Source: an optimization exercise on an open RTL-to-GDS flow (aim: small area, a short achievable clock period and few clock cycles per item). Production flows keep margins and buffers that such runs may drop. Function was checked by simulation only, so behaviour that the tests miss may differ from the original. Power figures rest on the tool's default switching activity, not on a simulated workload.

## flow/design.v (module list and top-level ports; edited modules follow where they fit)
// module iir_round_sat: 29 lines
// module iir_biquad_mc: 2517 lines
module iir_biquad_mc #(
  parameter int DATA_W = 16,
  parameter int COEF_W = 18,
  parameter int FRAC_W = 16,
  parameter int NUM_CH = 4,
  localparam int CH_W  = (NUM_CH > 1) ? $clog2(NUM_CH) : 1,
  localparam int ACC_W = DATA_W + COEF_W + 3
) (
  input  logic              clk_i,
  input  logic              reset_ni,
  input  logic              in_valid_i,
  output logic              in_ready_o,
  input  logic [CH_W-1:0]   in_ch_i,
  input  logic [DATA_W-1:0] in_data_i,
  input  logic              bypass_i,
  input  logic              state_clr_i,
  input  logic              coef_we_i,
  input  logic [2:0]        coef_sel_i,
  input  logic [COEF_W-1:0] coef_data_i,
  output logic              out_valid_o,
  output logic [CH_W-1:0]   out_ch_o,
  output logic [DATA_W-1:0] out_data_o,
  output logic              out_sat_o
);
  // ...
==> flow/flow/run.sh <==
#!/bin/bash
# Layout flow: the standard layout (standard.sh) with these changes:
#  - after the standard synthesis (unchanged), flow/polarity.py removes inverters between
#    full adders by choosing each full adder's polarity (registers and ports untouched);
#  - timing repair aims for setup slack of at least MARGIN ns at the design's clock period,
#    so the resizer sizes and buffers the pipeline for a short achieved period;
#  - port buffers use a plain buffer cell instead of the default delay-buffer choice.
# Logs: flow_synth.log, flow_polarity.log, flow_make.log here, and each step's under orfs/logs.
set -euo pipefail
MARGIN=9.5
R=orfs/results/sky130hd/iir_biquad_mc/base
bash standard.sh synth > flow_synth.log 2>&1
python3 flow/polarity.py "$R/1_2_yosys.v" > flow_polarity.log 2>&1
bash standard.sh "SETUP_SLACK_MARGIN=$MARGIN" \
  "BUFFER_PORTS_ARGS=-buffer_cell sky130_fd_sc_hd__buf_4" finish > flow_make.log 2>&1
==> flow/flow/polarity.py <==
#!/usr/bin/env python3
"""Remove inverters between full adders in a flat gate-level netlist (Yosys write_verilog).

A full adder is self-dual: complementing its three inputs complements both outputs. An
XOR2/XNOR2 gate absorbs an inverted input by swapping to the other of the two. The
synthesised carry-save trees leave many inverters between such cells because each full adder
was extracted in an arbitrary polarity. This script chooses a polarity for every full adder
and an output polarity for every XOR/XNOR gate (local search) so that as few signals as
possible are needed in complemented form, then rewires the netlist with one inverter per
signal that is still needed complemented. Registers, ports and all other cells are unchanged;
the logic function of every register input and output port is the same.

usage: polarity.py NETLIST.v   (rewritten in place; the original is kept as NETLIST.v.orig)
"""
import re
import sys
import shutil
import random

path = sys.argv[1]
text = open(path).read()

m = re.search(r"^module\s+(\S+)\s*\((.*?)\);\n", text, re.M | re.S)
body_start = m.end()
end = text.rindex("endmodule")
head = text[:body_start]
body = text[body_start:end]

# split body into statements: declarations and instances
inst_re = re.compile(r"^  (sky130_fd_sc_hd__\w+)\s+(\S+)\s*\((.*?)\);\n", re.M | re.S)
pin_re = re.compile(r"\.(\w+)\(((?:[^()]|\\\S+\s)*?)\)")
decls = []
insts = []        # [type, name, [(pin, net)]]
pos = 0
for im in inst_re.finditer(body):
    decls.append(body[pos:im.start()])
    pins = [(p, n.strip()) for p, n in pin_re.findall(im.group(3))]
    insts.append([im.group(1), im.group(2), pins])
    pos = im.end()
decls.append(body[pos:])
decl_text = "".join(decls)
if re.search(r"^\s*assign\b", decl_text, re.M):
    sys.exit("polarity.py: netlist has assign statements; left unchanged")

outputs = set()
for om in re.finditer(r"^\s*output\s+(\[(\d+):(\d+)\]\s+)?(\S+);", decl_text, re.M):
    if om.group(1):
        hi, lo = int(om.group(2)), int(om.group(3))
        for k in range(min(hi, lo), max(hi, lo) + 1):
            outputs.add(f"{om.group(4)}[{k}]")
    else:
        outputs.add(om.group(4))

OUT_PINS = {"X", "Y", "Q", "Q_N", "SUM", "COUT", "HI", "LO"}
def is_inv(t):
    return re.fullmatch(r"sky130_fd_sc_hd__(inv|clkinv)_\d+", t) is not None
def is_fa(t):
    return re.fullmatch(r"sky130_fd_sc_hd__fa_\d+", t) is not None
def xor_kind(t):
    mm = re.fullmatch(r"sky130_fd_sc_hd__(xor2|xnor2)_(\d+)", t)
    return (mm.group(1) == "xnor2", mm.group(2)) if mm else None

driver = {}
for idx, (t, name, pins) in enumerate(insts):
    for p, n in pins:
        if p in OUT_PINS:
            driver[n] = (idx, p)

# inverters that drive a port stay; all others are collapsed
collapsible = set()
for idx, (t, name, pins) in enumerate(insts):
    if is_inv(t):
        y = dict(pins)["Y"]
        if y not in outputs:
            collapsible.add(idx)

def root_of(n):
    par = 0
    seen = 0
    while n in driver and driver[n][0] in collapsible:
        idx = driver[n][0]
        n = dict(insts[idx][2])["A"]
        par ^= 1
        seen += 1
        if seen > 1000:
            raise SystemExit("inverter loop")
    return n, par

# variables: full adders (flip) and XOR gates (output phase)
var_of_root = {}        # root net -> variable index (its phase)
var_cell = []           # variable -> instance index
for idx, (t, name, pins) in enumerate(insts):
    if is_fa(t) or xor_kind(t):
        v = len(var_cell)
        var_cell.append(idx)
        for p, n in pins:
            if p in OUT_PINS:
                var_of_root[n] = v
fa_var = {var_cell[v]: v for v in range(len(var_cell)) if is_fa(insts[var_cell[v]][0])}

# sinks: (root, parity, kind, var) ; kind 0 fixed, 1 fa input (var = fa variable)
sinks = []
for idx, (t, name, pins) in enumerate(insts):
    if idx in collapsible:
        continue
    if xor_kind(t):
        continue                       # XOR inputs absorb any parity
    for p, n in pins:
        if p in OUT_PINS:
            continue
        r, par = root_of(n)
        if is_fa(t):
            sinks.append((r, par, 1, fa_var[idx]))
        else:
            sinks.append((r, par, 0, -1))
fixed_vars = set()
for n in outputs:
    if n in var_of_root:
        fixed_vars.add(var_of_root[n])

nv = len(var_cell)
phase = [0] * nv
root_sinks = {}
for s in sinks:
    root_sinks.setdefault(s[0], []).append(s)
var_roots = [[] for _ in range(nv)]
for r, v in var_of_root.items():
    if r in root_sinks:
        var_roots[v].append(r)
var_sink_roots = [set() for _ in range(nv)]
for s in sinks:
    if s[2] == 1:
        var_sink_roots[s[3]].add(s[0])

def root_cost(r):
    ph = phase[var_of_root[r]] if r in var_of_root else 0
    for (rr, par, kind, v) in root_sinks[r]:
        need = ph ^ par ^ (phase[v] if kind == 1 else 0)
        if need:
            return 1
    return 0

def total():
    return sum(root_cost(r) for r in root_sinks)

before = total()
import math
rng = random.Random(1)
order = [v for v in range(nv) if v not in fixed_vars]
aff_of = [set(var_roots[v]) | var_sink_roots[v] for v in range(nv)]
cur = before
best = cur
best_phase = list(phase)
SWEEPS = 300
for sweep in range(SWEEPS):
    temp = 0.6 * (1 - sweep / SWEEPS) + 0.01
    rng.shuffle(order)
    for v in order:
        aff = aff_of[v]
        c0 = sum(root_cost(r) for r in aff)
        phase[v] ^= 1
        c1 = sum(root_cost(r) for r in aff)
        dlt = c1 - c0
        if dlt <= 0 or rng.random() < math.exp(-dlt / temp):
            cur += dlt
            if cur < best:
                best = cur
                best_phase = list(phase)
        else:
            phase[v] ^= 1
phase = best_phase
after = total()

# ------------------------------------------------------------------ rewrite
inv_net = {}
new_decl = []
new_insts = []
def ref(r, need):
    if not need:
        return r
    if r not in inv_net:
        k = len(inv_net)
        inv_net[r] = f"_polinv{k}_"
        new_decl.append(f"  wire _polinv{k}_;\n")
        new_insts.append(["sky130_fd_sc_hd__inv_1", f"_polinv_cell{k}_", [("A", r), ("Y", f"_polinv{k}_")]])
    return inv_net[r]

def ph_of(r):
    return phase[var_of_root[r]] if r in var_of_root else 0

for idx, inst in enumerate(insts):
    t, name, pins = inst
    if idx in collapsible:
        continue
    xk = xor_kind(t)
    if xk:
        is_xnor, size = xk
        d = 0
        newpins = []
        for p, n in pins:
            if p in OUT_PINS:
                continue
            r, par = root_of(n)
            d ^= ph_of(r) ^ par
            newpins.append((p, r))
        v = var_of_root[dict(pins)["X" if not is_xnor else "Y"]]
        tn = int(is_xnor) ^ phase[v] ^ d
        outnet = dict(pins)["X" if not is_xnor else "Y"]
        inst[0] = f"sky130_fd_sc_hd__{'xnor2' if tn else 'xor2'}_{size}"
        newpins.append(("Y" if tn else "X", outnet))
        inst[2] = newpins
        continue
    f = phase[fa_var[idx]] if is_fa(t) else 0
    newpins = []
    for p, n in pins:
        if p in OUT_PINS:
            newpins.append((p, n))
            continue
        r, par = root_of(n)
        newpins.append((p, ref(r, ph_of(r) ^ par ^ f)))
    inst[2] = newpins

def fmt(inst):
    t, name, pins = inst
    ps = ",\n".join(f"    .{p}({n}{' ' if n.startswith(chr(92)) else ''})" for p, n in pins)
    return f"  {t} {name} (\n{ps}\n  );\n"

out = [head, decls[0]]
out.extend(new_decl)
for idx, inst in enumerate(insts):
    if idx not in collapsible:
        out.append(fmt(inst))
    out.append(decls[idx + 1])
for inst in new_insts:
    out.append(fmt(inst))
out.append(text[end:])
shutil.copyfile(path, path + ".orig")
open(path, "w").write("".join(out))
print(f"polarity.py: {len(collapsible)} inverters collapsed, signals needing a complement "
      f"{before} -> {after}, {len(inv_net)} inverters written")
==> flow/standard.sh <==
#!/bin/bash
# synth_recipe.tcl (not shown) runs the flow's synth.tcl, then flattens the netlist and writes it again
# the make line also repeats each setting of config.mk as NAME=value (left out here)
make -C /OpenROAD-flow-scripts/flow DESIGN_CONFIG=/design/flow/config.mk WORK_HOME=/design/flow/orfs CLKGATE_MAP_FILE= SYNTH_SCRIPT=/design/flow/synth_recipe.tcl "${@:-finish}"
==> flow/config.mk <==
export PLATFORM = sky130hd
export DESIGN_NAME = iir_biquad_mc
export DESIGN_NICKNAME = iir_biquad_mc
export VERILOG_FILES = /design/flow/design.v
export SDC_FILE = /design/flow/constraint.sdc
export NUM_CORES = 4
export LEC_CHECK = 0
export ABC_AREA = 1
export CAP_MARGIN = 20
export CORE_MARGIN = 2
export CORE_UTILIZATION = 40
export SLEW_MARGIN = 20
==> flow/constraint.sdc <==
create_clock -name core_clock -period 14.0 [get_ports {clk_i}]
set_input_delay 2.8000 -clock core_clock [delete_from_list [all_inputs] [get_ports {clk_i}]]
set_output_delay 2.8000 -clock core_clock [all_outputs]
set_load 0.01 [all_outputs]
==> impl_metrics.py, run 1 <==
metrics = {
    "status": {
        "status": "finished clean",
    },
    "power_and_ir_drop": {
        "clkPwrFrac_pct": 20.8,
        "pg_clk_mw": 2.30,
        "power_mw": 11.02,
        "top_power_group": "combinational cells",
        "leakagePower_nw": 23.33,
    },
    "finish": {
        "antenna_cells": 1,
        "largest_reg_flops": 137,
        "mostFrequentLayoutCell": "fa_1",
        "clock_buffers": 118,
        "syn2layout_area_growth_pct": 10.40,
    },
    "placed_design": {
        "dpl.hpwl_mm": 173.7,
        "placed_area_um2": 56180,
        "dp.cells": 6613,
    },
    "worst_setup_path": {
        "crit_path_frequent_cell": "fa_1",
        "cp_cell_sequence": "inv_1 > o22ai_1 > xnor2_1 > fa_1 > fa_1 > fa_1 > fa_1 > fa_1 > inv_1",
        "required_ns": 14.62,
        "startpoint_type": "register",
        "cp_data_arrival_time_ns": 5.22,
        "critical_path.max_stage_delay_ns": 0.70,
        "crit_type": "reg -> reg",
        "path_buf_inv": 2,
    },
    "synthesis": {
        "synth_area_per_cell_um2": 10.84,
        "synthesis.nets": 5829,
    },
    "timing": {
        "tightest_slew_ns": 1.187,
        "final-setup-viol-count": 0,
        "hold_slack_ns": 0.3235,
    },
    "grt": {
        "use_met1_pct": 42.69,
        "gr-usage-met3_pct": 8.429,
        "grt_pass1_vias": 39483,
    },
    "hold_path": {
        "hold_end": "cs2_q[35]$_DFF_P_",
    },
    "clock_network": {
        "clockBufferDepth": 3,
        "clock_latency_ns": 0.74,
        "cts_tree": "built",
    },
    "detailed_routing": {
        "wl_met1_mm": 88.96,
    },
    "floorplanning": {
        "die_area_um2": 138100,
        "num_tap_cells": 1768,
    },
}
Testbench counts, summed over its fixed seeds: cycles 2,088, items 2,048.
==> run 2, diff against run 1 <==
--- a/flow/design.v
+++ b/flow/design.v
@@ -61,27 +61,28 @@
   input  logic              coef_we_i,
   input  logic [2:0]        coef_sel_i,
   input  logic [COEF_W-1:0] coef_data_i,
   output logic              out_valid_o,
   output logic [CH_W-1:0]   out_ch_o,
   output logic [DATA_W-1:0] out_data_o,
   output logic              out_sat_o
 );
-  logic        ready_q;
+  logic        ready_q;                       
+  logic        busy_q;                        
   logic        v0_q, v1_q, v2_q, v3_q;        
   logic [1:0]  ch0_q, ch1_q, ch2_q, ch3_q;
   logic [15:0] x0_q;
   logic        byp0_q;
   logic [7:0]  dg1_q [5];                     
   logic [7:0]  dg2_q [5];                     
   logic [7:0]  dgn_q [5];                     
   logic [17:0] cf0_q;                         
-  logic [136:0] cs1_q;
-  logic [66:0] cs2_q;
+  logic [186:0] cs1_q;
+  logic [67:0] cs2_q;
   logic        out_valid_q;
   logic [1:0]  out_ch_q;
   logic [15:0] out_data_q;
   logic        out_sat_q;
   logic        cw_v_q;
   logic [2:0]  cw_sel_q;
   logic [17:0] cw_data_q;
   logic [17:0] coef_q [5];
@@ -90,45 +91,47 @@
   logic [15:0] hy1_q [4];
   logic [15:0] hy2_q [4];
   logic [3:0]  nzx1_q, nzx2_q, nzy1_q, nzy2_q;
   logic [15:0] y_res;
   logic        sat_res;
   logic       accept, conflict, hold, adv0;
   logic       v0_n, v1_n, v2_n, v3_n, conflict_n;
   logic [1:0] ch0_n;
-  assign accept   = ready_q & in_valid_i & ~state_clr_i;
+  assign accept   = ~busy_q & in_valid_i & ~state_clr_i;
   assign conflict = (v1_q & (ch1_q == ch0_q)) | (v2_q & (ch2_q == ch0_q)) |
                     (v3_q & (ch3_q == ch0_q));
   assign hold     = v0_q & conflict;
   assign adv0     = v0_q & ~conflict;
   assign v0_n  = ~state_clr_i & (hold | accept);
   assign ch0_n = hold ? ch0_q : in_ch_i;
   assign v1_n  = adv0 & ~state_clr_i;
   assign v2_n  = v1_q & ~state_clr_i;
   assign v3_n  = v2_q & ~state_clr_i;
   assign conflict_n = (v1_n & (ch0_q == ch0_n)) | (v2_n & (ch1_q == ch0_n)) |
                       (v3_n & (ch2_q == ch0_n));
   always_ff @(posedge clk_i or negedge reset_ni) begin
     if (!reset_ni) begin
       ready_q     <= 1'b0;
+      busy_q      <= 1'b1;
       v0_q        <= 1'b0;
       v1_q        <= 1'b0;
       v2_q        <= 1'b0;
       v3_q        <= 1'b0;
       out_valid_q <= 1'b0;
       cw_v_q      <= 1'b0;
     end else begin
       ready_q     <= ~(v0_n & conflict_n);
+      busy_q      <= v0_n & conflict_n;
       v0_q        <= v0_n;
       v1_q        <= v1_n;
       v2_q        <= v2_n;
       v3_q        <= v3_n;
       out_valid_q <= v3_q & ~state_clr_i;
-      cw_v_q      <= ready_q & coef_we_i & ~(coef_sel_i[2] & (coef_sel_i[1] | coef_sel_i[0]));
+      cw_v_q      <= ~busy_q & coef_we_i & ~(coef_sel_i[2] & (coef_sel_i[1] | coef_sel_i[0]));
     end
   end
   always_ff @(posedge clk_i) begin
     if (!hold) begin
       ch0_q  <= in_ch_i;
       x0_q   <= in_data_i;
       byp0_q <= bypass_i;
     end
@@ -2247,307 +2250,307 @@
   wire s1239, c1240;
   assign {c1240, s1239} = {1'b0, c1078} + {1'b0, c1080} + {1'b0, s1081};
   wire s1241, c1242;
   assign {c1242, s1241} = {1'b0, c1082} + {1'b0, c1084} + {1'b0, c1086};
   wire s1243, c1244;
   assign {c1244, s1243} = {1'b0, s861} + {1'b0, c1088} + {1'b0, c1090};
   wire s1245, c1246;
   assign {c1246, s1245} = {1'b0, s865} + {1'b0, c1092} + {1'b0, c1094};
-  wire s1247, c1248;
-  assign {c1248, s1247} = {1'b0, s873} + {1'b0, c1102} + {1'b0, s1103};
-  wire s1249, c1250;
-  assign {c1250, s1249} = {1'b0, s1105} + {1'b0, c874} + {1'b0, s877};
+  always_ff @(posedge clk_i) begin
+    cs1_q <= {c1100, s1099, c1098, s1097, c1096, c1246, s1095, s1245, c1244, s1093, s1091, s1243, c1242, s1089, s1087, s1241, c1240, s1085, s1083, s1239, c1238, c1236, s1079, s1237, s1235, c1234, c1232, s1075, s1073, s1233, s1231, c1230, c1228, s1069, s1067, s1229, s1227, c1226, c1224, s1061, s1059, s1225, s1223, c1222, c1220, c1218, s1053, s1221, s1219, s1217, c1216, c1214, c1212, s1045, s1043, s1215, s1213, s1211, c1210, c1208, c1206, s1037, s1035, s1209, s1207, s1205, c1204, c1202, c1200, c1198, s1203, s1201, s1199, s1197, c1196, c1194, c1192, c1190, s1195, s1193, s1191, s1189, c1188, c1186, c1184, c1182, s1005, s1187, s1185, s1183, s1181, c1180, c1178, c1176, c1174, s1179, s1177, s1175, s1173, c1172, c1170, c1168, c1166, s981, s1171, s1169, s1167, s1165, c1164, c1162, c1160, c1158, s1163, s1161, s1159, s1157, c1156, c1154, c1152, c1150, s1155, s1153, s1151, s1149, c1148, c1146, c1144, s945, s943, s1147, s1145, s1143, c1142, c1140, c1138, s1141, s1139, s1137, c1136, c1134, c1132, s923, s1135, s1133, s1131, c1130, c1128, c1126, s1129, s1127, s1125, c1124, c1122, s907, s1123, s1121, c1120, c1118, s899, s897, s1119, s1117, c1116, c1114, s893, s1115, s1113, c1112, s887, s885, s1111, c1110, c1108, s1109, s1107, c1106, s877, c874, s1105, c1104, s873, s1103, c1102, s1101, s869, s519, s5};
+  end
+  wire s1247 = cs1_q[39] ^ cs1_q[40];
+  wire c1248 = cs1_q[39] & cs1_q[40];
+  wire s1249 = cs1_q[46] ^ cs1_q[47];
+  wire c1250 = cs1_q[46] & cs1_q[47];
   wire s1251, c1252;
-  assign {c1252, s1251} = {1'b0, c1106} + {1'b0, s1107} + {1'b0, s1109};
-  wire s1253, c1254;
-  assign {c1254, s1253} = {1'b0, c1108} + {1'b0, s885} + {1'b0, s887};
+  assign {c1252, s1251} = {1'b0, cs1_q[52]} + {1'b0, cs1_q[53]} + {1'b0, cs1_q[54]};
+  wire s1253 = cs1_q[55] ^ cs1_q[56];
+  wire c1254 = cs1_q[55] & cs1_q[56];
   wire s1255, c1256;
-  assign {c1256, s1255} = {1'b0, s893} + {1'b0, c1112} + {1'b0, s1113};
-  wire s1257, c1258;
-  assign {c1258, s1257} = {1'b0, s897} + {1'b0, s899} + {1'b0, c1114};
+  assign {c1256, s1255} = {1'b0, cs1_q[60]} + {1'b0, cs1_q[61]} + {1'b0, cs1_q[62]};
+  wire s1257 = cs1_q[63] ^ cs1_q[64];
+  wire c1258 = cs1_q[63] & cs1_q[64];
   wire s1259, c1260;
-  assign {c1260, s1259} = {1'b0, c1116} + {1'b0, s1117} + {1'b0, s1119};
+  assign {c1260, s1259} = {1'b0, cs1_q[67]} + {1'b0, cs1_q[68]} + {1'b0, cs1_q[69]};
   wire s1261, c1262;
-  assign {c1262, s1261} = {1'b0, s907} + {1'b0, c1118} + {1'b0, c1120};
+  assign {c1262, s1261} = {1'b0, cs1_q[70]} + {1'b0, cs1_q[71]} + {1'b0, cs1_q[72]};
   wire s1263, c1264;
-  assign {c1264, s1263} = {1'b0, c1122} + {1'b0, c1124} + {1'b0, s1125};
+  assign {c1264, s1263} = {1'b0, cs1_q[75]} + {1'b0, cs1_q[76]} + {1'b0, cs1_q[77]};
   wire s1265, c1266;
-  assign {c1266, s1265} = {1'b0, s923} + {1'b0, c1126} + {1'b0, c1128};
-  wire s1267, c1268;
-  assign {c1268, s1267} = {1'b0, c1130} + {1'b0, s1131} + {1'b0, s1133};
+  assign {c1266, s1265} = {1'b0, cs1_q[78]} + {1'b0, cs1_q[79]} + {1'b0, cs1_q[80]};
+  wire s1267 = cs1_q[81] ^ cs1_q[82];
+  wire c1268 = cs1_q[81] & cs1_q[82];
   wire s1269, c1270;
-  assign {c1270, s1269} = {1'b0, c1132} + {1'b0, c1134} + {1'b0, c1136};
+  assign {c1270, s1269} = {1'b0, cs1_q[84]} + {1'b0, cs1_q[85]} + {1'b0, cs1_q[86]};
   wire s1271, c1272;
-  assign {c1272, s1271} = {1'b0, s1137} + {1'b0, s1139} + {1'b0, s1141};
-  wire s1273, c1274;
-  assign {c1274, s1273} = {1'b0, s943} + {1'b0, s945} + {1'b0, c1138};
+  assign {c1272, s1271} = {1'b0, cs1_q[87]} + {1'b0, cs1_q[88]} + {1'b0, cs1_q[89]};
+  wire s1273 = cs1_q[90] ^ cs1_q[91];
+  wire c1274 = cs1_q[90] & cs1_q[91];
   wire s1275, c1276;
-  assign {c1276, s1275} = {1'b0, c1140} + {1'b0, c1142} + {1'b0, s1143};
+  assign {c1276, s1275} = {1'b0, cs1_q[92]} + {1'b0, cs1_q[93]} + {1'b0, cs1_q[94]};
   wire s1277, c1278;
-  assign {c1278, s1277} = {1'b0, c1144} + {1'b0, c1146} + {1'b0, c1148};
+  assign {c1278, s1277} = {1'b0, cs1_q[95]} + {1'b0, cs1_q[96]} + {1'b0, cs1_q[97]};
   wire s1279, c1280;
-  assign {c1280, s1279} = {1'b0, s1149} + {1'b0, s1151} + {1'b0, s1153};
+  assign {c1280, s1279} = {1'b0, cs1_q[98]} + {1'b0, cs1_q[99]} + {1'b0, cs1_q[100]};
   wire s1281, c1282;
-  assign {c1282, s1281} = {1'b0, c1150} + {1'b0, c1152} + {1'b0, c1154};
+  assign {c1282, s1281} = {1'b0, cs1_q[101]} + {1'b0, cs1_q[102]} + {1'b0, cs1_q[103]};
   wire s1283, c1284;
-  assign {c1284, s1283} = {1'b0, c1156} + {1'b0, s1157} + {1'b0, s1159};
-  wire s1285, c1286;
-  assign {c1286, s1285} = {1'b0, s981} + {1'b0, c1158} + {1'b0, c1160};
+  assign {c1284, s1283} = {1'b0, cs1_q[104]} + {1'b0, cs1_q[105]} + {1'b0, cs1_q[106]};
+  wire s1285 = cs1_q[107] ^ cs1_q[108];
+  wire c1286 = cs1_q[107] & cs1_q[108];
   wire s1287, c1288;
-  assign {c1288, s1287} = {1'b0, c1162} + {1'b0, c1164} + {1'b0, s1165};
+  assign {c1288, s1287} = {1'b0, cs1_q[109]} + {1'b0, cs1_q[110]} + {1'b0, cs1_q[111]};
   wire s1289, c1290;
-  assign {c1290, s1289} = {1'b0, s1167} + {1'b0, s1169} + {1'b0, s1171};
-  wire s1291, c1292;
-  assign {c1292, s1291} = {1'b0, c1166} + {1'b0, c1168} + {1'b0, c1170};
+  assign {c1290, s1289} = {1'b0, cs1_q[112]} + {1'b0, cs1_q[113]} + {1'b0, cs1_q[114]};
+  wire s1291 = cs1_q[115] ^ cs1_q[116];
+  wire c1292 = cs1_q[115] & cs1_q[116];
   wire s1293, c1294;
-  assign {c1294, s1293} = {1'b0, c1172} + {1'b0, s1173} + {1'b0, s1175};
+  assign {c1294, s1293} = {1'b0, cs1_q[117]} + {1'b0, cs1_q[118]} + {1'b0, cs1_q[119]};
   wire s1295, c1296;
-  assign {c1296, s1295} = {1'b0, s1005} + {1'b0, c1174} + {1'b0, c1176};
+  assign {c1296, s1295} = {1'b0, cs1_q[120]} + {1'b0, cs1_q[121]} + {1'b0, cs1_q[122]};
   wire s1297, c1298;
-  assign {c1298, s1297} = {1'b0, c1178} + {1'b0, c1180} + {1'b0, s1181};
+  assign {c1298, s1297} = {1'b0, cs1_q[123]} + {1'b0, cs1_q[124]} + {1'b0, cs1_q[125]};
   wire s1299, c1300;
-  assign {c1300, s1299} = {1'b0, s1183} + {1'b0, s1185} + {1'b0, s1187};
+  assign {c1300, s1299} = {1'b0, cs1_q[126]} + {1'b0, cs1_q[127]} + {1'b0, cs1_q[128]};
   wire s1301, c1302;
-  assign {c1302, s1301} = {1'b0, c1182} + {1'b0, c1184} + {1'b0, c1186};
-  wire s1303, c1304;
-  assign {c1304, s1303} = {1'b0, c1188} + {1'b0, s1189} + {1'b0, s1191};
+  assign {c1302, s1301} = {1'b0, cs1_q[129]} + {1'b0, cs1_q[130]} + {1'b0, cs1_q[131]};
+  wire s1303 = cs1_q[132] ^ cs1_q[133];
+  wire c1304 = cs1_q[132] & cs1_q[133];
   wire s1305, c1306;
-  assign {c1306, s1305} = {1'b0, c1190} + {1'b0, c1192} + {1'b0, c1194};
+  assign {c1306, s1305} = {1'b0, cs1_q[134]} + {1'b0, cs1_q[135]} + {1'b0, cs1_q[136]};
   wire s1307, c1308;
-  assign {c1308, s1307} = {1'b0, c1196} + {1'b0, s1197} + {1'b0, s1199};
+  assign {c1308, s1307} = {1'b0, cs1_q[137]} + {1'b0, cs1_q[138]} + {1'b0, cs1_q[139]};
   wire s1309, c1310;
-  assign {c1310, s1309} = {1'b0, s1035} + {1'b0, s1037} + {1'b0, c1198};
-  wire s1311, c1312;
-  assign {c1312, s1311} = {1'b0, c1200} + {1'b0, c1202} + {1'b0, c1204};
+  assign {c1310, s1309} = {1'b0, cs1_q[141]} + {1'b0, cs1_q[142]} + {1'b0, cs1_q[143]};
+  wire s1311 = cs1_q[144] ^ cs1_q[145];
+  wire c1312 = cs1_q[144] & cs1_q[145];
   wire s1313, c1314;
-  assign {c1314, s1313} = {1'b0, s1205} + {1'b0, s1207} + {1'b0, s1209};
-  wire s1315, c1316;
-  assign {c1316, s1315} = {1'b0, s1043} + {1'b0, s1045} + {1'b0, c1206};
-  wire s1317, c1318;
-  assign {c1318, s1317} = {1'b0, c1208} + {1'b0, c1210} + {1'b0, s1211};
-  wire s1319, c1320;
-  assign {c1320, s1319} = {1'b0, s1053} + {1'b0, c1212} + {1'b0, c1214};
+  assign {c1314, s1313} = {1'b0, cs1_q[148]} + {1'b0, cs1_q[149]} + {1'b0, cs1_q[150]};
+  wire s1315 = cs1_q[154] ^ cs1_q[155];
+  wire c1316 = cs1_q[154] & cs1_q[155];
+  wire s1317 = cs1_q[14] ^ cs1_q[15];
+  wire c1318 = cs1_q[14] & cs1_q[15];
+  wire s1319 = cs1_q[19] ^ cs1_q[20];
+  wire c1320 = cs1_q[19] & cs1_q[20];
   wire s1321, c1322;
-  assign {c1322, s1321} = {1'b0, c1216} + {1'b0, s1217} + {1'b0, s1219};
-  wire s1323, c1324;
-  assign {c1324, s1323} = {1'b0, s1059} + {1'b0, s1061} + {1'b0, c1218};
+  assign {c1322, s1321} = {1'b0, cs1_q[23]} + {1'b0, cs1_q[24]} + {1'b0, cs1_q[25]};
+  wire s1323 = cs1_q[26] ^ cs1_q[27];
+  wire c1324 = cs1_q[26] & cs1_q[27];
   wire s1325, c1326;
-  assign {c1326, s1325} = {1'b0, c1220} + {1'b0, c1222} + {1'b0, s1223};
-  wire s1327, c1328;
-  assign {c1328, s1327} = {1'b0, s1067} + {1'b0, s1069} + {1'b0, c1224};
+  assign {c1326, s1325} = {1'b0, cs1_q[29]} + {1'b0, cs1_q[30]} + {1'b0, cs1_q[31]};
+  wire s1327 = cs1_q[32] ^ cs1_q[33];
+  wire c1328 = cs1_q[32] & cs1_q[33];
   wire s1329, c1330;
-  assign {c1330, s1329} = {1'b0, c1226} + {1'b0, s1227} + {1'b0, s1229};
-  wire s1331, c1332;
-  assign {c1332, s1331} = {1'b0, s1073} + {1'b0, s1075} + {1'b0, c1228};
+  assign {c1330, s1329} = {1'b0, cs1_q[34]} + {1'b0, cs1_q[35]} + {1'b0, cs1_q[36]};
+  wire s1331 = cs1_q[37] ^ cs1_q[38];
+  wire c1332 = cs1_q[37] & cs1_q[38];
   wire s1333, c1334;
-  assign {c1334, s1333} = {1'b0, c1230} + {1'b0, s1231} + {1'b0, s1233};
+  assign {c1334, s1333} = {1'b0, cs1_q[41]} + {1'b0, cs1_q[42]} + {1'b0, cs1_q[43]};
   wire s1335, c1336;
-  assign {c1336, s1335} = {1'b0, s1079} + {1'b0, c1232} + {1'b0, c1234};
+  assign {c1336, s1335} = {1'b0, cs1_q[44]} + {1'b0, cs1_q[45]} + {1'b0, s1247};
   wire s1337, c1338;
-  assign {c1338, s1337} = {1'b0, s1083} + {1'b0, s1085} + {1'b0, c1236};
+  assign {c1338, s1337} = {1'b0, cs1_q[48]} + {1'b0, cs1_q[49]} + {1'b0, cs1_q[50]};
   wire s1339, c1340;
-  assign {c1340, s1339} = {1'b0, s1087} + {1'b0, s1089} + {1'b0, c1240};
+  assign {c1340, s1339} = {1'b0, cs1_q[51]} + {1'b0, c1248} + {1'b0, s1249};
   wire s1341, c1342;
-  assign {c1342, s1341} = {1'b0, s1091} + {1'b0, s1093} + {1'b0, c1242};
+  assign {c1342, s1341} = {1'b0, cs1_q[57]} + {1'b0, cs1_q[58]} + {1'b0, cs1_q[59]};
   wire s1343, c1344;
-  assign {c1344, s1343} = {1'b0, s1095} + {1'b0, c1244} + {1'b0, s1245};
+  assign {c1344, s1343} = {1'b0, c1250} + {1'b0, s1253} + {1'b0, s1251};
   wire s1345, c1346;
-  assign {c1346, s1345} = {1'b0, c1096} + {1'b0, s1097} + {1'b0, c1246};
-  always_ff @(posedge clk_i) begin
-    cs1_q <= {c1100, s1099, c1098, c1346, s1345, c1344, s1343, c1342, s1243, s1341, c1340, s1241, s1339, c1338, s1239, c1238, s1337, c1336, s1237, s1235, s1335, c1334, c1332, s1333, s1331, c1330, c1328, s1329, s1327, c1326, c1324, s1225, s1325, s1323, c1322, c1320, s1221, s1321, s1319, c1318, c1316, s1215, s1213, s1317, s1315, c1314, c1312, c1310, s1313, s1311, s1309, c1308, c1306, s1203, s1201, s1307, s1305, c1304, c1302, s1195, s1193, s1303, s1301, c1300, c1298, c1296, s1299, s1297, s1295, c1294, c1292, s1179, s1177, s1293, s1291, c1290, c1288, c1286, s1289, s1287, s1285, c1284, c1282, s1163, s1161, s1283, s1281, c1280, c1278, s1155, s1279, s1277, c1276, c1274, s1147, s1145, s1275, s1273, c1272, c1270, s1271, s1269, c1268, c1266, s1135, s1267, s1265, c1264, s1129, s1127, s1263, c1262, s1123, s1121, s1261, c1260, c1258, s1259, s1257, c1256, s1115, s1255, c1254, s1111, c1110, s1253, c1252, s1251, c1250, c1104, s1249, c1248, s1247, s1101, s869, s519, s5};
-  end
-  wire s1347 = cs1_q[59] ^ cs1_q[60];
-  wire c1348 = cs1_q[59] & cs1_q[60];
-  wire s1349 = cs1_q[71] ^ cs1_q[72];
-  wire c1350 = cs1_q[71] & cs1_q[72];
-  wire s1351 = cs1_q[78] ^ cs1_q[79];
-  wire c1352 = cs1_q[78] & cs1_q[79];
-  wire s1353 = cs1_q[89] ^ cs1_q[90];
-  wire c1354 = cs1_q[89] & cs1_q[90];
-  wire s1355 = cs1_q[20] ^ cs1_q[21];
-  wire c1356 = cs1_q[20] & cs1_q[21];
-  wire s1357 = cs1_q[25] ^ cs1_q[26];
-  wire c1358 = cs1_q[25] & cs1_q[26];
-  wire s1359 = cs1_q[29] ^ cs1_q[30];
-  wire c1360 = cs1_q[29] & cs1_q[30];
-  wire s1361 = cs1_q[33] ^ cs1_q[34];
-  wire c1362 = cs1_q[33] & cs1_q[34];
+  assign {c1346, s1345} = {1'b0, cs1_q[65]} + {1'b0, cs1_q[66]} + {1'b0, c1254};
+  wire s1347, c1348;
+  assign {c1348, s1347} = {1'b0, s1257} + {1'b0, c1252} + {1'b0, s1255};
+  wire s1349, c1350;
+  assign {c1350, s1349} = {1'b0, cs1_q[73]} + {1'b0, cs1_q[74]} + {1'b0, c1258};
+  wire s1351, c1352;
+  assign {c1352, s1351} = {1'b0, c1256} + {1'b0, s1259} + {1'b0, s1261};
+  wire s1353, c1354;
+  assign {c1354, s1353} = {1'b0, cs1_q[83]} + {1'b0, s1267} + {1'b0, c1260};
+  wire s1355, c1356;
+  assign {c1356, s1355} = {1'b0, c1262} + {1'b0, s1263} + {1'b0, s1265};
+  wire s1357, c1358;
+  assign {c1358, s1357} = {1'b0, c1268} + {1'b0, s1273} + {1'b0, c1264};
+  wire s1359, c1360;
+  assign {c1360, s1359} = {1'b0, c1266} + {1'b0, s1269} + {1'b0, s1271};
+  wire s1361, c1362;
+  assign {c1362, s1361} = {1'b0, c1274} + {1'b0, c1270} + {1'b0, c1272};
   wire s1363, c1364;
-  assign {c1364, s1363} = {1'b0, cs1_q[37]} + {1'b0, cs1_q[38]} + {1'b0, cs1_q[39]};
-  wire s1365 = cs1_q[40] ^ cs1_q[41];
-  wire c1366 = cs1_q[40] & cs1_q[41];
+  assign {c1364, s1363} = {1'b0, s1275} + {1'b0, s1277} + {1'b0, s1279};
+  wire s1365, c1366;
+  assign {c1366, s1365} = {1'b0, s1285} + {1'b0, c1276} + {1'b0, c1278};
   wire s1367, c1368;
-  assign {c1368, s1367} = {1'b0, cs1_q[43]} + {1'b0, cs1_q[44]} + {1'b0, cs1_q[45]};
-  wire s1369 = cs1_q[46] ^ cs1_q[47];
-  wire c1370 = cs1_q[46] & cs1_q[47];
+  assign {c1368, s1367} = {1'b0, c1280} + {1'b0, s1281} + {1'b0, s1283};
+  wire s1369, c1370;
+  assign {c1370, s1369} = {1'b0, c1286} + {1'b0, s1291} + {1'b0, c1282};
   wire s1371, c1372;
-  assign {c1372, s1371} = {1'b0, cs1_q[48]} + {1'b0, cs1_q[49]} + {1'b0, cs1_q[50]};
+  assign {c1372, s1371} = {1'b0, c1284} + {1'b0, s1287} + {1'b0, s1289};
   wire s1373, c1374;
-  assign {c1374, s1373} = {1'b0, cs1_q[51]} + {1'b0, cs1_q[52]} + {1'b0, cs1_q[53]};
+  assign {c1374, s1373} = {1'b0, c1292} + {1'b0, c1288} + {1'b0, c1290};
   wire s1375, c1376;
-  assign {c1376, s1375} = {1'b0, cs1_q[54]} + {1'b0, cs1_q[55]} + {1'b0, cs1_q[56]};
-  wire s1377 = cs1_q[57] ^ cs1_q[58];
-  wire c1378 = cs1_q[57] & cs1_q[58];
+  assign {c1376, s1375} = {1'b0, s1293} + {1'b0, s1295} + {1'b0, s1297};
+  wire s1377, c1378;
+  assign {c1378, s1377} = {1'b0, s1303} + {1'b0, c1294} + {1'b0, c1296};
   wire s1379, c1380;
-  assign {c1380, s1379} = {1'b0, cs1_q[61]} + {1'b0, cs1_q[62]} + {1'b0, cs1_q[63]};
+  assign {c1380, s1379} = {1'b0, c1298} + {1'b0, s1299} + {1'b0, s1301};
   wire s1381, c1382;
-  assign {c1382, s1381} = {1'b0, cs1_q[64]} + {1'b0, cs1_q[65]} + {1'b0, s1347};
+  assign {c1382, s1381} = {1'b0, cs1_q[140]} + {1'b0, c1304} + {1'b0, c1300};
   wire s1383, c1384;
-  assign {c1384, s1383} = {1'b0, cs1_q[66]} + {1'b0, cs1_q[67]} + {1'b0, cs1_q[68]};
+  assign {c1384, s1383} = {1'b0, c1302} + {1'b0, s1305} + {1'b0, s1307};
   wire s1385, c1386;
-  assign {c1386, s1385} = {1'b0, cs1_q[69]} + {1'b0, cs1_q[70]} + {1'b0, c1348};
+  assign {c1386, s1385} = {1'b0, cs1_q[146]} + {1'b0, cs1_q[147]} + {1'b0, s1311};
   wire s1387, c1388;
-  assign {c1388, s1387} = {1'b0, cs1_q[73]} + {1'b0, cs1_q[74]} + {1'b0, cs1_q[75]};
+  assign {c1388, s1387} = {1'b0, c1306} + {1'b0, c1308} + {1'b0, s1309};
   wire s1389, c1390;
-  assign {c1390, s1389} = {1'b0, cs1_q[76]} + {1'b0, cs1_q[77]} + {1'b0, s1349};
+  assign {c1390, s1389} = {1'b0, cs1_q[151]} + {1'b0, cs1_q[152]} + {1'b0, cs1_q[153]};
   wire s1391, c1392;
-  assign {c1392, s1391} = {1'b0, cs1_q[80]} + {1'b0, cs1_q[81]} + {1'b0, cs1_q[82]};
+  assign {c1392, s1391} = {1'b0, c1312} + {1'b0, c1310} + {1'b0, s1313};
   wire s1393, c1394;
-  assign {c1394, s1393} = {1'b0, cs1_q[83]} + {1'b0, c1350} + {1'b0, s1351};
+  assign {c1394, s1393} = {1'b0, cs1_q[156]} + {1'b0, cs1_q[157]} + {1'b0, cs1_q[158]};
   wire s1395, c1396;
-  assign {c1396, s1395} = {1'b0, cs1_q[84]} + {1'b0, cs1_q[85]} + {1'b0, cs1_q[86]};
+  assign {c1396, s1395} = {1'b0, cs1_q[159]} + {1'b0, s1315} + {1'b0, c1314};
   wire s1397, c1398;
-  assign {c1398, s1397} = {1'b0, cs1_q[87]} + {1'b0, cs1_q[88]} + {1'b0, c1352};
+  assign {c1398, s1397} = {1'b0, cs1_q[160]} + {1'b0, cs1_q[161]} + {1'b0, cs1_q[162]};
   wire s1399, c1400;
-  assign {c1400, s1399} = {1'b0, cs1_q[91]} + {1'b0, cs1_q[92]} + {1'b0, cs1_q[93]};
+  assign {c1400, s1399} = {1'b0, cs1_q[163]} + {1'b0, cs1_q[164]} + {1'b0, c1316};
   wire s1401, c1402;
-  assign {c1402, s1401} = {1'b0, cs1_q[94]} + {1'b0, cs1_q[95]} + {1'b0, s1353};
-  wire s1403, c1404;
-  assign {c1404, s1403} = {1'b0, cs1_q[96]} + {1'b0, cs1_q[97]} + {1'b0, cs1_q[98]};
+  assign {c1402, s1401} = {1'b0, cs1_q[165]} + {1'b0, cs1_q[166]} + {1'b0, cs1_q[167]};
+  wire s1403 = cs1_q[168] ^ cs1_q[169];
+  wire c1404 = cs1_q[168] & cs1_q[169];
   wire s1405, c1406;
-  assign {c1406, s1405} = {1'b0, cs1_q[99]} + {1'b0, cs1_q[100]} + {1'b0, c1354};
-  wire s1407, c1408;
-  assign {c1408, s1407} = {1'b0, cs1_q[101]} + {1'b0, cs1_q[102]} + {1'b0, cs1_q[103]};
-  wire s1409 = cs1_q[104] ^ cs1_q[105];
-  wire c1410 = cs1_q[104] & cs1_q[105];
-  wire s1411, c1412;
-  assign {c1412, s1411} = {1'b0, cs1_q[106]} + {1'b0, cs1_q[107]} + {1'b0, cs1_q[108]};
-  wire s1413 = cs1_q[110] ^ cs1_q[111];
-  wire c1414 = cs1_q[110] & cs1_q[111];
+  assign {c1406, s1405} = {1'b0, cs1_q[170]} + {1'b0, cs1_q[171]} + {1'b0, cs1_q[172]};
+  wire s1407 = cs1_q[174] ^ cs1_q[175];
+  wire c1408 = cs1_q[174] & cs1_q[175];
+  wire s1409 = cs1_q[7] ^ cs1_q[8];
+  wire c1410 = cs1_q[7] & cs1_q[8];
+  wire s1411 = cs1_q[11] ^ cs1_q[12];
+  wire c1412 = cs1_q[11] & cs1_q[12];
+  wire s1413, c1414;
+  assign {c1414, s1413} = {1'b0, cs1_q[16]} + {1'b0, cs1_q[17]} + {1'b0, cs1_q[18]};
   wire s1415, c1416;
-  assign {c1416, s1415} = {1'b0, cs1_q[114]} + {1'b0, cs1_q[115]} + {1'b0, cs1_q[116]};
-  wire s1417 = cs1_q[119] ^ cs1_q[120];
-  wire c1418 = cs1_q[119] & cs1_q[120];
-  wire s1419 = cs1_q[10] ^ cs1_q[11];
-  wire c1420 = cs1_q[10] & cs1_q[11];
-  wire s1421 = cs1_q[14] ^ cs1_q[15];
-  wire c1422 = cs1_q[14] & cs1_q[15];
-  wire s1423 = cs1_q[17] ^ cs1_q[18];
-  wire c1424 = cs1_q[17] & cs1_q[18];
+  assign {c1416, s1415} = {1'b0, cs1_q[21]} + {1'b0, cs1_q[22]} + {1'b0, c1318};
+  wire s1417, c1418;
+  assign {c1418, s1417} = {1'b0, cs1_q[28]} + {1'b0, c1320} + {1'b0, s1323};
+  wire s1419, c1420;
+  assign {c1420, s1419} = {1'b0, c1324} + {1'b0, s1327} + {1'b0, c1322};
+  wire s1421, c1422;
+  assign {c1422, s1421} = {1'b0, c1328} + {1'b0, s1331} + {1'b0, c1326};
+  wire s1423, c1424;
+  assign {c1424, s1423} = {1'b0, c1332} + {1'b0, c1330} + {1'b0, s1333};
   wire s1425, c1426;
-  assign {c1426, s1425} = {1'b0, cs1_q[22]} + {1'b0, cs1_q[23]} + {1'b0, cs1_q[24]};
+  assign {c1426, s1425} = {1'b0, c1334} + {1'b0, s1337} + {1'b0, c1336};
   wire s1427, c1428;
-  assign {c1428, s1427} = {1'b0, cs1_q[27]} + {1'b0, cs1_q[28]} + {1'b0, c1356};
+  assign {c1428, s1427} = {1'b0, c1338} + {1'b0, s1341} + {1'b0, c1340};
   wire s1429, c1430;
-  assign {c1430, s1429} = {1'b0, cs1_q[31]} + {1'b0, cs1_q[32]} + {1'b0, c1358};
+  assign {c1430, s1429} = {1'b0, c1342} + {1'b0, s1345} + {1'b0, c1344};
   wire s1431, c1432;
-  assign {c1432, s1431} = {1'b0, cs1_q[35]} + {1'b0, cs1_q[36]} + {1'b0, c1360};
+  assign {c1432, s1431} = {1'b0, c1346} + {1'b0, s1349} + {1'b0, c1348};
   wire s1433, c1434;
-  assign {c1434, s1433} = {1'b0, cs1_q[42]} + {1'b0, c1362} + {1'b0, s1365};
+  assign {c1434, s1433} = {1'b0, c1350} + {1'b0, c1352} + {1'b0, s1353};
   wire s1435, c1436;
-  assign {c1436, s1435} = {1'b0, c1366} + {1'b0, s1369} + {1'b0, c1364};
+  assign {c1436, s1435} = {1'b0, c1354} + {1'b0, c1356} + {1'b0, s1357};
   wire s1437, c1438;
-  assign {c1438, s1437} = {1'b0, c1370} + {1'b0, c1368} + {1'b0, s1371};
+  assign {c1438, s1437} = {1'b0, c1358} + {1'b0, c1360} + {1'b0, s1361};
   wire s1439, c1440;
-  assign {c1440, s1439} = {1'b0, s1377} + {1'b0, c1372} + {1'b0, c1374};
+  assign {c1440, s1439} = {1'b0, c1362} + {1'b0, c1364} + {1'b0, s1365};
   wire s1441, c1442;
-  assign {c1442, s1441} = {1'b0, c1378} + {1'b0, c1376} + {1'b0, s1379};
+  assign {c1442, s1441} = {1'b0, c1366} + {1'b0, c1368} + {1'b0, s1369};
   wire s1443, c1444;
-  assign {c1444, s1443} = {1'b0, c1380} + {1'b0, s1383} + {1'b0, c1382};
+  assign {c1444, s1443} = {1'b0, c1370} + {1'b0, c1372} + {1'b0, s1373};
   wire s1445, c1446;
-  assign {c1446, s1445} = {1'b0, c1384} + {1'b0, s1387} + {1'b0, c1386};
+  assign {c1446, s1445} = {1'b0, c1374} + {1'b0, c1376} + {1'b0, s1377};
   wire s1447, c1448;
-  assign {c1448, s1447} = {1'b0, c1388} + {1'b0, s1391} + {1'b0, c1390};
+  assign {c1448, s1447} = {1'b0, c1378} + {1'b0, c1380} + {1'b0, s1381};
   wire s1449, c1450;
-  assign {c1450, s1449} = {1'b0, c1392} + {1'b0, s1395} + {1'b0, c1394};
+  assign {c1450, s1449} = {1'b0, s1385} + {1'b0, c1382} + {1'b0, c1384};
   wire s1451, c1452;
-  assign {c1452, s1451} = {1'b0, c1396} + {1'b0, s1399} + {1'b0, c1398};
+  assign {c1452, s1451} = {1'b0, s1389} + {1'b0, c1386} + {1'b0, c1388};
   wire s1453, c1454;
-  assign {c1454, s1453} = {1'b0, c1400} + {1'b0, s1403} + {1'b0, c1402};
+  assign {c1454, s1453} = {1'b0, c1390} + {1'b0, s1393} + {1'b0, c1392};
   wire s1455, c1456;
-  assign {c1456, s1455} = {1'b0, s1409} + {1'b0, c1404} + {1'b0, s1407};
+  assign {c1456, s1455} = {1'b0, c1394} + {1'b0, s1397} + {1'b0, s1399};
   wire s1457, c1458;
-  assign {c1458, s1457} = {1'b0, cs1_q[109]} + {1'b0, c1410} + {1'b0, c1408};
+  assign {c1458, s1457} = {1'b0, s1403} + {1'b0, c1398} + {1'b0, s1401};
   wire s1459, c1460;
-  assign {c1460, s1459} = {1'b0, cs1_q[112]} + {1'b0, cs1_q[113]} + {1'b0, s1413};
+  assign {c1460, s1459} = {1'b0, cs1_q[173]} + {1'b0, c1404} + {1'b0, c1402};
   wire s1461, c1462;
-  assign {c1462, s1461} = {1'b0, cs1_q[117]} + {1'b0, cs1_q[118]} + {1'b0, c1414};
+  assign {c1462, s1461} = {1'b0, cs1_q[176]} + {1'b0, cs1_q[177]} + {1'b0, s1407};
   wire s1463, c1464;
-  assign {c1464, s1463} = {1'b0, cs1_q[121]} + {1'b0, cs1_q[122]} + {1'b0, s1417};
-  wire s1465, c1466;
-  assign {c1466, s1465} = {1'b0, cs1_q[123]} + {1'b0, cs1_q[124]} + {1'b0, cs1_q[125]};
-  wire s1467 = cs1_q[126] ^ cs1_q[127];
-  wire c1468 = cs1_q[126] & cs1_q[127];
-  wire s1469 = cs1_q[5] ^ cs1_q[6];
-  wire c1470 = cs1_q[5] & cs1_q[6];
-  wire s1471 = cs1_q[8] ^ cs1_q[9];
-  wire c1472 = cs1_q[8] & cs1_q[9];
+  assign {c1464, s1463} = {1'b0, cs1_q[178]} + {1'b0, cs1_q[179]} + {1'b0, cs1_q[180]};
+  wire s1465 = cs1_q[181] ^ cs1_q[182];
+  wire c1466 = cs1_q[181] & cs1_q[182];
+  wire s1467 = cs1_q[4] ^ cs1_q[5];
+  wire c1468 = cs1_q[4] & cs1_q[5];
+  wire s1469, c1470;
+  assign {c1470, s1469} = {1'b0, cs1_q[9]} + {1'b0, cs1_q[10]} + {1'b0, s1409};
+  wire s1471, c1472;
+  assign {c1472, s1471} = {1'b0, cs1_q[13]} + {1'b0, c1410} + {1'b0, s1411};
   wire s1473, c1474;
-  assign {c1474, s1473} = {1'b0, cs1_q[12]} + {1'b0, cs1_q[13]} + {1'b0, s1419};
+  assign {c1474, s1473} = {1'b0, c1412} + {1'b0, s1317} + {1'b0, s1413};
   wire s1475, c1476;
-  assign {c1476, s1475} = {1'b0, cs1_q[16]} + {1'b0, c1420} + {1'b0, s1421};
+  assign {c1476, s1475} = {1'b0, s1319} + {1'b0, c1414} + {1'b0, s1415};
   wire s1477, c1478;
-  assign {c1478, s1477} = {1'b0, cs1_q[19]} + {1'b0, c1422} + {1'b0, s1423};
+  assign {c1478, s1477} = {1'b0, s1321} + {1'b0, c1416} + {1'b0, s1417};
   wire s1479, c1480;
-  assign {c1480, s1479} = {1'b0, c1424} + {1'b0, s1355} + {1'b0, s1425};
+  assign {c1480, s1479} = {1'b0, s1325} + {1'b0, c1418} + {1'b0, s1419};
   wire s1481, c1482;
-  assign {c1482, s1481} = {1'b0, s1357} + {1'b0, c1426} + {1'b0, s1427};
+  assign {c1482, s1481} = {1'b0, s1329} + {1'b0, c1420} + {1'b0, s1421};
   wire s1483, c1484;
-  assign {c1484, s1483} = {1'b0, s1359} + {1'b0, c1428} + {1'b0, s1429};
+  assign {c1484, s1483} = {1'b0, s1335} + {1'b0, c1422} + {1'b0, s1423};
   wire s1485, c1486;
-  assign {c1486, s1485} = {1'b0, s1361} + {1'b0, c1430} + {1'b0, s1431};
+  assign {c1486, s1485} = {1'b0, s1339} + {1'b0, c1424} + {1'b0, s1425};
   wire s1487, c1488;
-  assign {c1488, s1487} = {1'b0, s1363} + {1'b0, c1432} + {1'b0, s1433};
+  assign {c1488, s1487} = {1'b0, s1343} + {1'b0, c1426} + {1'b0, s1427};
   wire s1489, c1490;
-  assign {c1490, s1489} = {1'b0, s1367} + {1'b0, c1434} + {1'b0, s1435};
+  assign {c1490, s1489} = {1'b0, s1347} + {1'b0, c1428} + {1'b0, s1429};
   wire s1491, c1492;
-  assign {c1492, s1491} = {1'b0, s1373} + {1'b0, c1436} + {1'b0, s1437};
+  assign {c1492, s1491} = {1'b0, s1351} + {1'b0, c1430} + {1'b0, s1431};
   wire s1493, c1494;
-  assign {c1494, s1493} = {1'b0, s1375} + {1'b0, c1438} + {1'b0, s1439};
+  assign {c1494, s1493} = {1'b0, s1355} + {1'b0, c1432} + {1'b0, s1433};
   wire s1495, c1496;
-  assign {c1496, s1495} = {1'b0, s1381} + {1'b0, c1440} + {1'b0, s1441};
+  assign {c1496, s1495} = {1'b0, s1359} + {1'b0, c1434} + {1'b0, s1435};
   wire s1497, c1498;
-  assign {c1498, s1497} = {1'b0, s1385} + {1'b0, c1442} + {1'b0, s1443};
+  assign {c1498, s1497} = {1'b0, s1363} + {1'b0, c1436} + {1'b0, s1437};
   wire s1499, c1500;
-  assign {c1500, s1499} = {1'b0, s1389} + {1'b0, c1444} + {1'b0, s1445};
+  assign {c1500, s1499} = {1'b0, s1367} + {1'b0, c1438} + {1'b0, s1439};
   wire s1501, c1502;
-  assign {c1502, s1501} = {1'b0, s1393} + {1'b0, c1446} + {1'b0, s1447};
+  assign {c1502, s1501} = {1'b0, s1371} + {1'b0, c1440} + {1'b0, s1441};
   wire s1503, c1504;
-  assign {c1504, s1503} = {1'b0, s1397} + {1'b0, c1448} + {1'b0, s1449};
+  assign {c1504, s1503} = {1'b0, s1375} + {1'b0, c1442} + {1'b0, s1443};
   wire s1505, c1506;
-  assign {c1506, s1505} = {1'b0, s1401} + {1'b0, c1450} + {1'b0, s1451};
+  assign {c1506, s1505} = {1'b0, s1379} + {1'b0, c1444} + {1'b0, s1445};
   wire s1507, c1508;
-  assign {c1508, s1507} = {1'b0, s1405} + {1'b0, c1452} + {1'b0, s1453};
+  assign {c1508, s1507} = {1'b0, s1383} + {1'b0, c1446} + {1'b0, s1447};
   wire s1509, c1510;
-  assign {c1510, s1509} = {1'b0, c1406} + {1'b0, s1455} + {1'b0, c1454};
+  assign {c1510, s1509} = {1'b0, s1387} + {1'b0, c1448} + {1'b0, s1449};
   wire s1511, c1512;
-  assign {c1512, s1511} = {1'b0, s1411} + {1'b0, c1456} + {1'b0, s1457};
+  assign {c1512, s1511} = {1'b0, s1391} + {1'b0, c1450} + {1'b0, s1451};
   wire s1513, c1514;
-  assign {c1514, s1513} = {1'b0, c1412} + {1'b0, s1459} + {1'b0, c1458};
+  assign {c1514, s1513} = {1'b0, s1395} + {1'b0, c1452} + {1'b0, s1453};
   wire s1515, c1516;
-  assign {c1516, s1515} = {1'b0, s1415} + {1'b0, c1460} + {1'b0, s1461};
+  assign {c1516, s1515} = {1'b0, c1396} + {1'b0, s1455} + {1'b0, c1454};
   wire s1517, c1518;
-  assign {c1518, s1517} = {1'b0, c1416} + {1'b0, c1462} + {1'b0, s1463};
+  assign {c1518, s1517} = {1'b0, c1400} + {1'b0, s1457} + {1'b0, c1456};
   wire s1519, c1520;
-  assign {c1520, s1519} = {1'b0, c1418} + {1'b0, s1465} + {1'b0, c1464};
+  assign {c1520, s1519} = {1'b0, s1405} + {1'b0, c1458} + {1'b0, s1459};
   wire s1521, c1522;
-  assign {c1522, s1521} = {1'b0, cs1_q[128]} + {1'b0, s1467} + {1'b0, c1466};
+  assign {c1522, s1521} = {1'b0, c1406} + {1'b0, s1461} + {1'b0, c1460};
   wire s1523, c1524;
-  assign {c1524, s1523} = {1'b0, cs1_q[129]} + {1'b0, cs1_q[130]} + {1'b0, c1468};
-  wire s1525 = cs1_q[131] ^ cs1_q[132];
-  wire c1526 = cs1_q[131] & cs1_q[132];
+  assign {c1524, s1523} = {1'b0, c1408} + {1'b0, s1463} + {1'b0, c1462};
+  wire s1525, c1526;
+  assign {c1526, s1525} = {1'b0, cs1_q[183]} + {1'b0, s1465} + {1'b0, c1464};
   wire s1527, c1528;
-  assign {c1528, s1527} = {1'b0, cs1_q[133]} + {1'b0, cs1_q[134]} + {1'b0, cs1_q[135]};
+  assign {c1528, s1527} = {1'b0, cs1_q[184]} + {1'b0, cs1_q[185]} + {1'b0, c1466};
   always_ff @(posedge clk_i) begin
-    cs2_q <= {cs1_q[136], s1527, s1525, s1523, s1521, s1519, s1517, s1515, s1513, s1511, s1509, s1507, s1505, s1503, s1501, s1499, s1497, s1495, s1493, s1491, s1489, s1487, s1485, s1483, s1481, s1479, s1477, s1475, s1473, s1471, cs1_q[7], cs1_q[1], c1528, c1526, c1524, c1522, c1520, c1518, c1516, c1514, c1512, c1510, c1508, c1506, c1504, c1502, c1500, c1498, c1496, c1494, c1492, c1490, c1488, c1486, c1484, c1482, c1480, c1478, c1476, c1474, c1472, c1470, s1469, cs1_q[4], cs1_q[3], cs1_q[2], cs1_q[0]};
+    cs2_q <= {cs1_q[186], s1527, s1525, s1523, s1521, s1519, s1517, s1515, s1513, s1511, s1509, s1507, s1505, s1503, s1501, s1499, s1497, s1495, s1493, s1491, s1489, s1487, s1485, s1483, s1481, s1479, s1477, s1475, s1473, s1471, s1469, cs1_q[6], cs1_q[1], c1528, c1526, c1524, c1522, c1520, c1518, c1516, c1514, c1512, c1510, c1508, c1506, c1504, c1502, c1500, c1498, c1496, c1494, c1492, c1490, c1488, c1486, c1484, c1482, c1480, c1478, c1476, c1474, c1472, c1470, c1468, s1467, cs1_q[3], cs1_q[2], cs1_q[0]};
   end
   logic [35:0] row_a, row_b, acc;
   assign row_a = {1'b1, cs2_q[34], cs2_q[33], cs2_q[32], cs2_q[31], cs2_q[30], cs2_q[29], cs2_q[28], cs2_q[27], cs2_q[26], cs2_q[25], cs2_q[24], cs2_q[23], cs2_q[22], cs2_q[21], cs2_q[20], cs2_q[19], cs2_q[18], cs2_q[17], cs2_q[16], cs2_q[15], cs2_q[14], cs2_q[13], cs2_q[12], cs2_q[11], cs2_q[10], cs2_q[9], cs2_q[8], cs2_q[7], cs2_q[6], cs2_q[5], cs2_q[4], cs2_q[3], cs2_q[2], cs2_q[1], cs2_q[0]};
-  assign row_b = {1'b0, cs2_q[66], cs2_q[65], cs2_q[64], cs2_q[63], cs2_q[62], cs2_q[61], cs2_q[60], cs2_q[59], cs2_q[58], cs2_q[57], cs2_q[56], cs2_q[55], cs2_q[54], cs2_q[53], cs2_q[52], cs2_q[51], cs2_q[50], cs2_q[49], cs2_q[48], cs2_q[47], cs2_q[46], cs2_q[45], cs2_q[44], cs2_q[43], cs2_q[42], cs2_q[41], cs2_q[40], cs2_q[39], cs2_q[38], cs2_q[37], cs2_q[36], 1'b0, 1'b0, 1'b0, cs2_q[35]};
+  assign row_b = {1'b0, cs2_q[67], cs2_q[66], cs2_q[65], cs2_q[64], cs2_q[63], cs2_q[62], cs2_q[61], cs2_q[60], cs2_q[59], cs2_q[58], cs2_q[57], cs2_q[56], cs2_q[55], cs2_q[54], cs2_q[53], cs2_q[52], cs2_q[51], cs2_q[50], cs2_q[49], cs2_q[48], cs2_q[47], cs2_q[46], cs2_q[45], cs2_q[44], cs2_q[43], cs2_q[42], cs2_q[41], cs2_q[40], cs2_q[39], cs2_q[38], cs2_q[37], cs2_q[36], 1'b0, 1'b0, cs2_q[35]};
   assign acc = row_a + row_b;    
   logic in_range;
   assign in_range = (&acc[35:31]) | ~(|acc[35:31]);
   assign y_res    = in_range ? acc[31:16] : (acc[35] ? 16'h8000 : 16'h7fff);
   assign sat_res  = ~in_range;
   always_ff @(posedge clk_i) begin
     out_ch_q   <= ch3_q;
     out_data_q <= y_res;
==> flow/flow/run.sh (replaced) <==
#!/bin/bash
# Layout flow: the standard layout (standard.sh) with these changes:
#  - after the standard synthesis (unchanged), flow/polarity.py removes inverters between
#    full adders by choosing each full adder's polarity (registers and ports untouched);
#  - timing repair aims for setup slack of at least MARGIN ns at the design's clock period,
#    so the resizer sizes and buffers the pipeline for a short achieved period;
#  - port buffers use a plain buffer cell instead of the default delay-buffer choice.
# Logs: flow_synth.log, flow_polarity.log, flow_make.log here, and each step's under orfs/logs.
set -euo pipefail
MARGIN=9.9
R=orfs/results/sky130hd/iir_biquad_mc/base
bash standard.sh synth > flow_synth.log 2>&1
python3 flow/polarity.py "$R/1_2_yosys.v" > flow_polarity.log 2>&1
bash standard.sh "SETUP_SLACK_MARGIN=$MARGIN" \
  "BUFFER_PORTS_ARGS=-buffer_cell sky130_fd_sc_hd__buf_4" finish > flow_make.log 2>&1
==> flow/config.mk (replaced) <==
export PLATFORM = sky130hd
export DESIGN_NAME = iir_biquad_mc
export DESIGN_NICKNAME = iir_biquad_mc
export VERILOG_FILES = /design/flow/design.v
export SDC_FILE = /design/flow/constraint.sdc
export NUM_CORES = 4
export LEC_CHECK = 0
export ABC_AREA = 1
export CAP_MARGIN = 20
export CORE_MARGIN = 2
export CORE_UTILIZATION = 60
export CTS_CLUSTER_DIAMETER = 80
export CTS_CLUSTER_SIZE = 20
export SLEW_MARGIN = 20
==> run 2 against run 1 <==
  * Clock skew is 0.0095 ns lower
  * Wire length fell by 7.8%
  * Clock power shrank 25%
  * Largest cell class unchanged
==> impl_metrics.py, run 2 <==
metrics = {
    "placed_design": {
        "dpl.hpwl_mm": 158.3,
        "io_buffers": 65,
        "gp_congestion": 1.104,
    },
    "detailed_routing": {
        "drtAntennaViolNets": 0,
        "drt_wl_total_mm": 201.0,
        "route.vias.total": 40436,
        "drt_pass1_iterations": 9,
        "viasPerCell": 6.514,
        "drc_errors": 0,
        "drt-initial-drc-count": 5787,
        "wl_per_cell_um": 32.37,
    },
    "timing": {
        "final-setup-viol-count": 0,
        "rsz0062_at_grt": "no",
        "period_minus_slack_ns": 4.158,
        "max_freq_ghz": 0.2405,
        "skew_ns": 0.04280,
        "max-slew-margin-rel_pct": 26.96,
        "final_max_slew_viol_count": 0,
        "min_period_over_period_pct": 29.70,
        "setup_tns_ns": 0,
        "hold_viol": 0,
        "tightest_slew_ns": 1.094,
    },
    "synthesis": {
        "synth_area_um2": 55150,
        "ys_warn_count": 10,
        "synthesis.nets": 5905,
        "synth_area_per_cell_um2": 10.89,
        "synth_cells": 5064,
    },
    "grt": {
        "grt_pass1_wl_mm": 285.9,
        "top_usage_layer": "met2",
        "grt_max_degree": 72,
        "grt_pass1_vias": 39607,
        "antenna_found_initial": 6,
        "use_met1_pct": 55.81,
        "grt.overflow.total": 0,
        "grt_use_met2_pct": 63.26,
        "gr-usage-met3_pct": 17.65,
        "grt_usage_pct": 42.85,
    },
    "power_and_ir_drop": {
        "vdd_drop_max_uv": 155.0,
        "power_mw": 10.68,
        "leakagePower_nw": 22.57,
        "cellPowerDensity_nw_per_um2": 182.6,
    },
    "worst_setup_path": {
        "r2r_cells": 6,
        "critPathMaxFanout": 10,
        "required_ns": 14.60,
        "endpoint_kind": "register",
        "crit_type": "reg -> reg",
        "cp_data_arrival_time_ns": 4.76,
        "startpoint_type": "register",
    },
    "finish": {
        "layout-drive-gt1-share_pct": 5.237,
        "fin_nets": 5818,
        "mostFrequentLayoutCells": "fa_1, o22ai_1, inv_1, nand2_1, xnor2_1",
        "mostFrequentLayoutCell": "fa_1",
        "largest_reg_flops": 187,
        "antenna_cells": 0,
        "syn2layout_area_growth_pct": 6.060,
        "top_regs": "cs1_q x187, coef_q x90, cs2_q x68",
        "largest_register": "cs1_q",
        "post-route-util_pct": 64.01,
    },
    "clock_network": {
        "path_clk_slew_ns": 0.09,
        "clock_latency_ns": 0.72,
        "numCtsBuffers": 55,
        "clockRootBuffer": "clkbuf_16",
        "cts.htree.levels": 2,
        "clockBufferDepth": 3,
        "clock_sinks": 828,
        "cts_tree": "built",
    },
    "floorplanning": {
        "die_area_um2": 94360,
        "io_pins": 66,
        "rows": 111,
        "die_x_um": 307.2,
        "start_util_pct": 60.35,
        "die_h_um": 307.2,
        "core_area_um2": 91390,
    },
    "flow_run": {
        "maxCapViolCount": 0,
    },
    "hold_path": {
        "hold_depth": 0,
        "hold_path_class": "reg -> reg",
    },
    "status": {
        "status": "finished clean",
    },
}
## run 2: worst max-delay path, stage by stage, from the launching register on
cell and delay, ns:
dfxtp_1 0.87, xor2_1 0.82, fa_1 0.59, fa_1 0.64, fa_1 0.49, fa_1 0.57, inv_1 0.05
## run 2: layout make-up
class / instances / area (µm²)
clock buffer: 84 / 1516
multi-input combinational: 3388 / 32090
fill: 7398 / 32890
inverter: 579 / 2200
timing repair buffer: 125 / 1027
clock inverter: 18 / 280.3
tap: 1186 / 1484
sequential: 828 / 19890
## run 2: final timing paths
path	slack (ns)	endpoint	from
max	9.84	cs1_q[38]$_DFF_P_	dgn_q[0][5]$_DFF_P_
min	0.33	cs2_q[35]$_DFF_P_	cs1_q[1]$_DFF_P_
max reg2reg	9.84	cs1_q[38]$_DFF_P_	dgn_q[0][5]$_DFF_P_
min reg2reg	0.33	cs2_q[35]$_DFF_P_	cs1_q[1]$_DFF_P_
max in group asynchronous	10.66	coef_q[2][9]$_DFFE_PN0P_	reset_ni
min in group asynchronous	2.01	coef_q[3][2]$_DFFE_PN0P_	reset_ni
## run 2: power by group
| group | internal (mW) | switching, mW | total [mW] |
|---|---|---|---|
| clock | 0.801 | 0.924 | 1.73 |
| sequential | 3.14 | 0.265 | 3.41 |
| combinational | 1.97 | 3.58 | 5.55 |
| total | 5.92 | 4.76 | 10.7 |
## run 2: timing repair
item                                    4_1_cts  5_1_grt
resized for setup                             5       12
endpoints found under the setup margin       11       17
endpoints found under the hold margin         0        0
hold buffers                                  0        0
buffers inserted                              0       24
## run 2: through the flow
stage / cell area (µm²) / instances / setup WS, ns / hold WS [ns]
floorplan: 55150 / 5064 / 10.51 / 0.3096
global placement: 56330 / 6077 / 9.787 / 0.3108
detailed placement: 56350 / 6078 / 9.799 / 0.3121
CTS: 58150 / 6180 / 9.948 / 0.3312
global route: 58490 / 6208 / 9.910 / 0.3351
finish: 58490 / 6208 / 9.842 / 0.3298
## run 2: layer usage
| layer | up-vias | wire (µm) | part of all wire, % |
|---|---|---|---|
| li1 | 16660 | - | - |
| met1 | 20173 | 74500 | 37 |
| met2 | 2908 | 85270 | 42 |
| met3 | 685 | 29060 | 14 |
| met4 | 10 | 12080 | 6.0 |
| met5 | - | 73 | 0.036 |
Testbench counts of run 2, summed over its fixed seeds: cycles 2,088, items 2,048.

-- port drivers added, routing unchanged --
The flow's constraints put no driver on any port. The routed layouts listed below were extracted and timed again, unchanged, in two steps.
Step 1, drivers: a clkbuf_16 drives clk_i and a buf_2 each remaining input, both assumed.
Step 2 also shifts input and output timing later by t, the mid clock arrival at the registers, as if the neighbouring blocks saw the same clock.
a / b / c = ideal / step 1 / step 2; a / b = the first two.
run	t (ns)	slack for setup (ns)	worst hold slack (ns)	worst register clock-pin slew, ns	worst data-port slew with drivers (ns)
run 1	0.800	9.397 / 9.397 / 9.397	0.324 / 0.324 / 0.324	0.07 / 0.07	0.07
run 2	0.778	9.842 / 9.842 / 9.842	0.330 / 0.330 / 0.330	0.09 / 0.09	0.06
After both steps every run listed still meets setup and hold.
